What follows belongs to an exercise in optimizing a design on an open flow for small area, a short achievable clock period and few clock cycles; a production flow would make more cautious choices.
Only simulation tests tie the RTL to the original design; equivalence was not proved.

### run.sh
#!/bin/bash
# synth_recipe.tcl (not shown) runs the flow's synth.tcl, then flattens the netlist and writes it again
# the make line also repeats each setting of config.mk as NAME=value (left out here)
make -C /OpenROAD-flow-scripts/flow DESIGN_CONFIG=/design/flow/config.mk WORK_HOME=/design/flow/orfs CLKGATE_MAP_FILE= SYNTH_SCRIPT=/design/flow/synth_recipe.tcl finish
### config.mk
export PLATFORM = sky130hd
export DESIGN_NAME = idct_top
export DESIGN_NICKNAME = idct_top
export VERILOG_FILES = /design/flow/design.v
export SDC_FILE = /design/flow/constraint.sdc
export NUM_CORES = 4
export LEC_CHECK = 0
export ABC_CLOCK_PERIOD_IN_PS = 5000
export CAP_MARGIN = 20
export CORE_MARGIN = 2
export CORE_UTILIZATION = 65
export SETUP_SLACK_MARGIN = 5
export SLEW_MARGIN = 20
### constraint.sdc
create_clock -name core_clock -period 13.0 [get_ports {clock}]
set_input_delay 2.6000 -clock core_clock [delete_from_list [all_inputs] [get_ports {clock}]]
set_output_delay 2.6000 -clock core_clock [all_outputs]
set_load 0.01 [all_outputs]
### design.v
`default_nettype none
package sram_pkg;
	typedef logic [17:0] sram_addr_t;
	typedef logic [15:0] sram_data_t;
	typedef logic [4:0]  buf_addr_t;    
	typedef logic [31:0] buf_word_t;    
endpackage
`default_nettype wire
`default_nettype none
package idct_pkg;
	typedef logic signed [15:0] sample_t;     
	typedef logic signed [15:0] coeff_t;      
	typedef logic signed [31:0] product_t;
	typedef logic signed [31:0] acc_t;        
	typedef logic [5:0]         coeff_idx_t;  
endpackage
`default_nettype wire
`timescale 1ns/1ps
`default_nettype none
module idct_top (
	input  logic                 clock,
	input  logic                 resetn,
	input  logic                 start_i,
	input  logic [4:0]           block_row_i,
	input  logic [5:0]           block_col_i,
	input  sram_pkg::sram_data_t sram_read_data_i,
	output sram_pkg::sram_addr_t sram_address_o,
	output sram_pkg::sram_data_t sram_write_data_o,
	output logic                 sram_we_n_o,
	output logic                 done_o
);
	logic       busy;
	logic [7:0] slot;
	logic [7:0] ns;       
	logic       go;       
	logic [14:0] lp;      
	logic [14:0] base;
	assign go   = start_i && !busy;
	assign ns   = busy ? slot + 8'd1 : 8'd0;
	assign base = {(9'd150 + {4'd0, block_row_i} + {2'd0, block_row_i, 2'b00}), block_col_i};
	logic ns_rd, ns_wdir, ns_wbuf;
	logic [2:0] ns_wrow, ns_wj;
	always_comb begin
		ns_rd   = !ns[7] && (ns[3] == 1'b0);
		ns_wdir = !ns[7] && (ns[3:0] >= 4'd11);
		ns_wbuf = (!ns[7] && ns[3:0] >= 4'd8 && ns[3:0] <= 4'd10 && ns[6:4] != 3'd0)
		       || (ns[7] && ns[6:0] <= 7'd2);
		if (ns_wdir) begin
			ns_wrow = ns[6:4];
			ns_wj   = 3'(ns[3:0] - 4'd11);
		end else begin
			ns_wrow = ns[6:4] - 3'd1;                        
			ns_wj   = ns[7] ? 3'd5 + ns[2:0] : 3'(ns[3:0] - 4'd3);
		end
	end
	function automatic logic [2:0] k_of(input logic [2:0] step);
		case (step)
			3'd0: k_of = 3'd1;
			3'd1: k_of = 3'd3;
			3'd2: k_of = 3'd7;
			3'd3: k_of = 3'd5;
			3'd4: k_of = 3'd2;
			3'd5: k_of = 3'd6;
			3'd6: k_of = 3'd0;
			default: k_of = 3'd4;
		endcase
	endfunction
	logic [17:0] addr_q;
	logic        we_q;    
	logic        done_q;
	always_ff @(posedge clock or negedge resetn) begin
		if (!resetn) begin
			busy   <= 1'b0;
			slot   <= '0;
			done_q <= 1'b0;
			we_q   <= 1'b0;
		end else begin
			if (go) begin
				busy   <= 1'b1;
				slot   <= '0;
				done_q <= 1'b0;
			end else if (busy) begin
				slot <= ns;
				if (slot == 8'd130) begin
					busy   <= 1'b0;
					done_q <= 1'b1;
				end
			end
			we_q   <= (busy || go) && (ns_wdir || ns_wbuf);
		end
	end
	always_ff @(posedge clock) begin
		if (go)
			lp <= base;
		else if (busy && slot[3:0] == 4'd7)
			lp <= lp + 15'd40;    
		if (go)
			addr_q <= {base, k_of(3'd0)};
		else if (ns_rd)
			addr_q <= {lp, k_of(ns[2:0])};
		else
			addr_q <= {12'd0, ns_wrow, ns_wj};
	end
	assign sram_address_o = addr_q;
	assign sram_we_n_o    = !we_q;
	assign done_o         = done_q;
	logic signed [15:0] s_q;
	always_ff @(posedge clock)
		s_q <= sram_read_data_i;
	logic       proc, first;
	logic [2:0] step;
	assign proc  = busy && !slot[7] && slot[3:0] >= 4'd3 && slot[3:0] <= 4'd10;
	assign step  = 3'(slot[3:0] - 4'd3);
	assign first = (step == 3'd0);
	logic [23:0] sx, t3, t5;
	logic [23:0] p2008, p1892, p1448, p1702, p1137, p783, p399;
	always_comb begin
		sx    = {{8{s_q[15]}}, s_q};
		t3    = sx + (sx << 1);
		t5    = sx + (sx << 2);
		p2008 = (sx << 11) - (t5 << 3);
		p1892 = (sx << 11) - (t5 << 5) + (sx << 2);
		p1448 = (sx << 11) - (t5 << 7) + (t5 << 3);
		p1702 = (t3 << 9) + (t5 << 5) + (t3 << 1);
		p1137 = (sx << 10) + (sx << 7) - (sx << 4) + sx;
		p783  = (t3 << 8) + (sx << 4) - sx;
		p399  = (t3 << 7) + (t3 << 2) + t3;
	end
	logic [23:0] lane0, lane1, lane2, lane3;
	always_comb begin
		case (step[2:1])
			2'b10: begin
				lane0 = p1892; lane1 = p783; lane2 = p783; lane3 = p1892;
			end
			2'b11: begin
				lane0 = p1448; lane1 = p1448; lane2 = p1448; lane3 = p1448;
			end
			default: begin
				lane0 = p2008; lane1 = p1702; lane2 = p1137; lane3 = p399;
			end
		endcase
	end
	logic [23:0] pp0, pp1, pp2, pp3, pm0, pm1, pm2, pm3;
	logic [23:0] pp0_n, pp1_n, pp2_n, pp3_n, pm0_n, pm1_n, pm2_n, pm3_n;
	pair_acc #(.NEG_P(8'h36), .NEG_M(8'h39)) u_a0 (.first_i(first), .step_i(step), .lane_i(lane2),
		.p_i(pp2), .m_i(pm2), .p_o(pp0_n), .m_o(pm0_n));
	pair_acc #(.NEG_P(8'h8E), .NEG_M(8'h81)) u_a1 (.first_i(first), .step_i(step), .lane_i(lane0),
		.p_i(pp0), .m_i(pm0), .p_o(pp1_n), .m_o(pm1_n));
	pair_acc #(.NEG_P(8'hB2), .NEG_M(8'hBD)) u_a2 (.first_i(first), .step_i(step), .lane_i(lane3),
		.p_i(pp3), .m_i(pm3), .p_o(pp2_n), .m_o(pm2_n));
	pair_acc #(.NEG_P(8'h00), .NEG_M(8'h0F)) u_a3 (.first_i(first), .step_i(step), .lane_i(lane1),
		.p_i(pp1), .m_i(pm1), .p_o(pp3_n), .m_o(pm3_n));
	always_ff @(posedge clock) begin
		if (proc) begin
			pp0 <= pp0_n; pp1 <= pp1_n; pp2 <= pp2_n; pp3 <= pp3_n;
			pm0 <= pm0_n; pm1 <= pm1_n; pm2 <= pm2_n; pm3 <= pm3_n;
		end
	end
	logic [15:0] buf0, buf1, buf2;
	always_ff @(posedge clock) begin
		if (busy && !slot[7] && slot[3:0] == 4'd11) begin
			buf0 <= pm2[23:8];
			buf1 <= pm1[23:8];
			buf2 <= pm0[23:8];
		end
	end
	logic [15:0] wd_q;
	always_ff @(posedge clock) begin
		if (ns_wdir) begin
			case (ns[2:0])
				3'd3:    wd_q <= pp0_n[23:8];    
				3'd4:    wd_q <= pp1[23:8];
				3'd5:    wd_q <= pp2[23:8];
				3'd6:    wd_q <= pp3[23:8];
				default: wd_q <= pm3[23:8];      
			endcase
		end else begin
			case (ns_wj)
				3'd5:    wd_q <= buf0;
				3'd6:    wd_q <= buf1;
				default: wd_q <= buf2;
			endcase
		end
	end
	assign sram_write_data_o = wd_q;
endmodule
module pair_acc #(
	parameter logic [7:0] NEG_P = 8'h00,
	parameter logic [7:0] NEG_M = 8'h00
) (
	input  logic        first_i,
	input  logic [2:0]  step_i,
	input  logic [23:0] lane_i,
	input  logic [23:0] p_i,
	input  logic [23:0] m_i,
	output logic [23:0] p_o,
	output logic [23:0] m_o
);
	logic np, nm;
	assign np  = NEG_P[step_i];
	assign nm  = NEG_M[step_i];
	assign p_o = (first_i ? 24'd0 : p_i) + (lane_i ^ {24{np}}) + {23'd0, np};
	assign m_o = (first_i ? 24'd0 : m_i) + (lane_i ^ {24{nm}}) + {23'd0, nm};
endmodule
`default_nettype wire
==> notes.md, run 1 <==
synthesized area 33700 um2; Die Y-Extent approximately 230 um; final worst clock skew 0.0239 ns; Slew Viols, Final 0; hpwl dp around 86 mm; final hold viol count 0; main flop type after synthesis edfxtp_1; Ys Warns 1; Congestion Overflow GR 0; Placed Area between 30000 and 40000 um2; post-synth top area share a little under a quarter; initial core utilization between 60% and 70%; CP peak stage delay 0.67 ns; number of H-tree levels 2; Non-Filler Instances about 4500; cell count after synthesis between 3000 and 4000; die area between 50000 and 60000 um2; vias in the first global route 29400; max-cap viol count 0; #FFs+latches synth between 300 and 400; Arr. time, crit path 8.16 ns; CP Max Fanout 17; CTS max path bufs 3; overall routing resource usage about two fifths; initial antenna violation count 1; clock sinks 316; clock slew seen by the registers of the worst setup and hold paths about 0.060 ns; layout cells sized above 1 approximately 5.7%; Layout area overhead 8.88%; Final min period approximately 7.8 ns; post-layout util slightly above 70%; # setup viols final 0; Final period util between 60% and 70%; WS Path Type register to register; Max Fclk roughly 130 MHz; CTS tree built; clock latency (worst-skew pair) a little under 0.6 ns; post-synthesis async set-or-reset flop share ~3.5%; routed wire length roughly 110 mm; largest net degree at the start of global routing roughly 80; Synth cell types roughly 100; drt wl/cell approximately 25 um; CP max stage cell o21ai_0; syn_nets about 4300; Final Cell Area 36700 um2; Worst Tran Pin Value ~1.3 ns; normalized max-slew margin 15.7%; vias per std cell 6.64; cell taking the most area after synthesis edfxtp_1; number of flops mapped to enable cells by yosys between 200 and 300; Placed Cells about 4400; CTS buffer count 39; remaining antenna violation count 0; vias between 30000 and 40000; Root Buffer clkbuf_16; CP startpoint kind register; nature of the critical path endpoint register; Worst Hold Class register to register; GP Congestion 1.03; largest cells by area after synthesis edfxtp_1 (23%), ha_1 (15%), xnor2_1 (8.4%); RSZ-0062 raised after global routing true; # fillers 3903; row cnt 83; setup TNS 0 ns; nets ~4300; drt first pass iters 9; register area share after synthesis 26.5%; CP required about 13 ns; Hold-fix buffers, CTS 0; post-synthesis average cell area roughly 9 um2; DRC 0; first-pass GRT wire length approximately 170 mm; status no timing/DRC/antenna violations; I/O Buffers 65; Initial DRC Count about 4000; Die W roughly 230 um; Core Region a little over 50000 um2; IO Pins 66
-- critical path, delay by kind of cell, from the launching register on --
family                     cells  cell delay [ns]
and+or+nand+nor                8             1.68
AOI/OAI and AO/OA             12             2.81
DFF                            1             0.33
xor gates and xnor gates       3             0.50
buffers and inverters          3             0.67
adders and majority gates      4             1.55
-- flip-flops by register name, indices dropped and copies added (netlist names), 18 cells and up --
signal and cells:
pp0 24, pm0 24, pm2 24, pp3 24, pp1 24, addr_q 18, pm1 24, pp2 24
pm3 24
-- kinds of logic after synthesis --
kind of cell	after synthesis	synth area share (%)
AO/OA/AOI/OAI	1083	20.9
AND/OR/NAND/NOR	1018	15.1
adder cells (fa/ha/maj)	499	20.4
XOR/XNOR	480	12.6
buffers and inverters	358	4.02
flip-flops	316	26.5
multiplexers	14	0.431
-- metrics by stage --
step | hold WS (ns) | setup WS, ns
floorplan | 0.418 | 5.86
global placement | 0.426 | 4.16
detailed placement | 0.427 | 3.92
CTS | 0.428 | 5.01
global route | 0.444 | 4.90
finish | 0.431 | 5.17
-- cell usage after synthesis (50+ instances only) --
library cell and n:
dfxtp_1 50, nand2b_1 52, clkbuf_1 96, nand3_1 67, o21a_1 66, edfxtp_1 255
fa_1 86, xnor2_1 325, o21ai_0 232, a21o_1 118, ha_1 408, nor2_1 220
inv_1 238, nand2_1 265, nor2b_1 234, a21oi_1 301, xor2_1 153
-- repair_timing --
action,in CTS,in global routing
gates resized for setup,21,35
buffers inserted,2,13
setup endpoints to repair,38,25
pin swaps,0,3
-- area by class of cell --
type	count	area, um2	area share (%)
multi-input cells	3094	23600	64.4
flip-flops and latches	316	8950	24.4
repair buffers	120	1090	2.97
clock buffers	48	1060	2.89
inverters	243	923	2.52
well taps	680	851	2.32
clock inverters	23	193	0.525
diodes	2	5.00	0.0136
-- metal layers --
metal	global-route usage [%]	part of all wire, %	wire length (um)	vias up
li1	-	-	-	13600
met1	51.2	38	41800	14300
met2	67.5	47	51800	1807
met3	6.54	10	11500	359
met4	20.6	5.5	6110	0
met5	0	0	0	-
-- cells in the final DEF (no fill, tap or decap), drive strengths merged, types with 21 or more instances in the layout --
cell type        n
nand2          265
a21o           119
inv            243
nand2b          52
ha             408
clkdlybuf4s50   65
a21boi          45
edfxtp         255
xor2           154
nand3           68
o211ai          22
a21oi          303
nor2           220
buf             55
clkbuf          48
dfxtp           50
and3            22
o21ai          243
a22oi           22
o21bai          34
nor3            46
o21a            66
nor2b          234
xnor2          325
a31oi           34
fa              86
nand4           21
-- final timing paths --
path                            to  slack (ns)    start  cells past startpoint
setup reg to reg           pm2[23]        5.17   s_q[3]                     30
setup / recovery           pm2[23]        5.17   s_q[3]                     30
max in group asynchronous     we_q       10.28   resetn                      1
hold reg to reg            buf1[2]        0.43  pm1[10]                      0
hold / removal             buf1[2]        0.43  pm1[10]                      0
min in group asynchronous   done_q        2.37   resetn                      1
Testbench counts, summed over its fixed seeds: cycles 33,792.
==> run 2: changes to the inputs <==
==> config.mk (replaced) <==
export PLATFORM = sky130hd
export DESIGN_NAME = idct_top
export DESIGN_NICKNAME = idct_top
export VERILOG_FILES = /design/flow/design.v
export SDC_FILE = /design/flow/constraint.sdc
export NUM_CORES = 4
export LEC_CHECK = 0
export CAP_MARGIN = 20
export CORE_MARGIN = 2
export CORE_UTILIZATION = 40
export SLEW_MARGIN = 20
==> notes.md, run 2 <==
largest net degree at the start of global routing 152 (+85%); register area share after synthesis 26.5% (unchanged); IO Pins 66 (unchanged); CP required 13.35 ns (+0.02 ns); post-synth top area share 22.7% (unchanged); routed wire length 107 mm (-3.8%); overall routing resource usage 24.6% (-16 points); CP dominant cell by count a21oi_1; number of flops mapped to enable cells by yosys 255 (unchanged); #FFs+latches synth 316 (unchanged); Final period util 66.8% (+6.6 points); row cnt 106 (+28%); Hold-fix buffers, CTS 0 (unchanged); main flop type after synthesis edfxtp_1; Slew Viols, Final 0 (unchanged); Die W 294 um (+27%); first-pass GRT wire length 162 mm (-2.7%); post-CTS setup buffer count 0 (-2); nets 4327 (-0.25%); initial core utilization 40.3% (-25 points); drt first pass iters 7 (-2); clock latency (worst-skew pair) 0.60 ns (+0.02 ns); vias in the first global route 27400 (-6.8%); # diodes 0 (-2); Final min period 8.69 ns (+0.860 ns); Worst Tran Pin Value 1.12 ns (-0.128 ns); CTS tree built; Root Buffer clkbuf_16; final worst clock skew 0.0382 ns (+0.0143 ns); post-layout util 44.4% (-27 points); # fillers 8189 (+110%); Multi-input gate area 23500 um2 (-0.54%); Arr. time, crit path 9.04 ns (+0.88 ns); syn_nets 4292 (unchanged); synthesized area 33700 um2 (unchanged); CP startpoint kind register; Synth cell types 102 (unchanged); most frequent cells in the layout ha_1 (407), xnor2_1 (324), a21oi_1 (300), nand2_1 (265), edfxtp_1 (255); RSZ-0062 raised after global routing false; DRC 0 (unchanged); drt wl/cell 21.8 um (-11%); Max Fclk 115 MHz (-9.9%); Layout area overhead 10.1%; setup TNS 0 ns (unchanged); remaining antenna violation count 0 (unchanged); most common cell after layout, fill and taps aside ha_1; layout cells sized above 1 4.48% (-1.2 points); post-synthesis async set-or-reset flop share 3.48% (unchanged); clock slew seen by the registers of the worst setup and hold paths 0.06 ns (about the same); CTS buffer count 42 (+7.7%); clock sinks 316 (unchanged); hpwl dp 84.2 mm (-2.2%); Ys Warns 1 (unchanged); Resized Gates After CTS 0 (-100%); max-cap viol count 0 (unchanged); # setup viols final 0 (unchanged); normalized max-slew margin 24.9% (+9.2 points); WS Path Type register to register; most instantiated cells after synthesis ha_1 (408), xnor2_1 (325), a21oi_1 (301); CP peak stage delay 0.83 ns (+0.16 ns); vias 27900 (-7.3%); CP max stage cell a21oi_1; Die Y-Extent 294 um (+27%); largest cells by area after synthesis edfxtp_1 (23%), ha_1 (15%), xnor2_1 (8.4%); vias per std cell 5.67 (-15%); cell taking the most area after synthesis edfxtp_1; die area 86600 um2 (+61%); initial antenna violation count 2 (+1); nature of the critical path endpoint register; post-synthesis average cell area 8.95 um2 (unchanged); critical path's top delay family compound AO/OA/AOI/OAI gates; number of H-tree levels 2 (unchanged); Worst R2R Start s_q[3]; Core Region 83600 um2 (+63%); CP Max Fanout 17 (unchanged); status no timing/DRC/antenna violations; Critical Path Start s_q[3]; CTS max path bufs 3 (unchanged); Worst Hold Class register to register; hold wc startpoint pm2[16]; GP Congestion 0.949 (-7.7%); most numerous cell in the Yosys netlist ha_1; Worst Path Buf+Inv 2 (-1); Initial DRC Count 2292 (-43%); Congestion Overflow GR 0 (unchanged); final hold viol count 0 (unchanged); FF+latch area 8930 um2 (-0.14%); cell count after synthesis 3768 (unchanged); I/O Buffers 65 (unchanged)
==> run 2: worst paths after layout <==
path                       endpoint  slack [ns]  cells after the start
hold reg to reg             buf0[8]        0.44                      0
hold / removal              buf0[8]        0.44                      0
max in group asynchronous   slot[2]       10.30                      1
setup reg to reg            pm2[22]        4.31                     28
min in group asynchronous      we_q        2.36                      1
setup / recovery            pm2[22]        4.31                     28
==> run 2: area by class of cell <==
class | instances | area share [%]
multi-input cells | 3094 | 63.3
well taps | 1080 | 3.64
repair buffers | 106 | 2.67
flip-flops and latches | 316 | 24.1
clock inverters | 21 | 0.495
clock buffers | 56 | 3.37
inverters | 243 | 2.46
==> run 2: kinds of logic (layout without fill, tap and decap cells) <==
| kind of cell | Yosys count | after routing | synth area share (%) |
|---|---|---|---|
| muxes | 14 | 14 | 0.431 |
| and+or+nand+nor | 1018 | 1018 | 15.1 |
| DFF | 316 | 316 | 26.5 |
| buffers and inverters | 358 | 426 | 4.02 |
| adders and majority gates | 499 | 499 | 20.4 |
| xor gates and xnor gates | 480 | 480 | 12.6 |
| AOI/OAI and AO/OA | 1083 | 1083 | 20.9 |
==> run 2: layer usage <==
metal	wire length (um)	part of all wire (%)	global-route usage, %	vias up
li1	-	-	-	13600
met1	48300	45	33.8	13300
met2	47000	44	38.7	872
met3	8430	7.9	5.10	137
met4	3220	3.0	7.53	4
met5	27	0.025	0	-
==> run 2: through the flow <==
stage          cell area, um2  hold slack, ns  instances  setup WS [ns]
4_1_cts                 37100           0.419       4916           4.49
2_1_floorplan           33700           0.418       3768           5.86
6_report                37100           0.441       4916           4.31
5_1_grt                 37100           0.427       4916           3.84
3_3_place_gp            35700           0.423       4838           4.37
3_5_place_dp            35700           0.425       4839           4.56
==> run 2: worst register-to-register path, delay by kind of cell (launching register included) <==
| kind | cells | cell delay (ns) |
|---|---|---|
| flip-flops | 1 | 0.31 |
| buffers and inverters | 2 | 0.66 |
| XOR/XNOR | 3 | 0.39 |
| AND/OR/NAND/NOR | 4 | 0.64 |
| adder cells (fa/ha/maj) | 4 | 1.79 |
| AO/OA/AOI/OAI | 15 | 4.67 |

[re-timing with driven ports]
Ports are ideal in the flow. The routed layouts listed here were re-timed in OpenROAD. Step 1, drivers: a clkbuf_16 drives clock and a buf_2 each remaining input, both assumed. Step 2 adds t to the input delays and takes it off the output delays; t is the mean of the earliest and latest rising clock arrival at the registers after step 1. Input paths then give back, and output paths get back, about the clock's delay inside the block. Three values: ideal, step 1, step 2; two values: the first two.
run	shift t [ns]	setup slack, ns	worst register clock-pin slew, ns
run 1	0.633	5.170 / 5.170 / 5.170	0.07 / 0.07
run 2	0.645	4.310 / 4.310 / 4.310	0.07 / 0.07
After both steps every run listed still meets setup and hold.
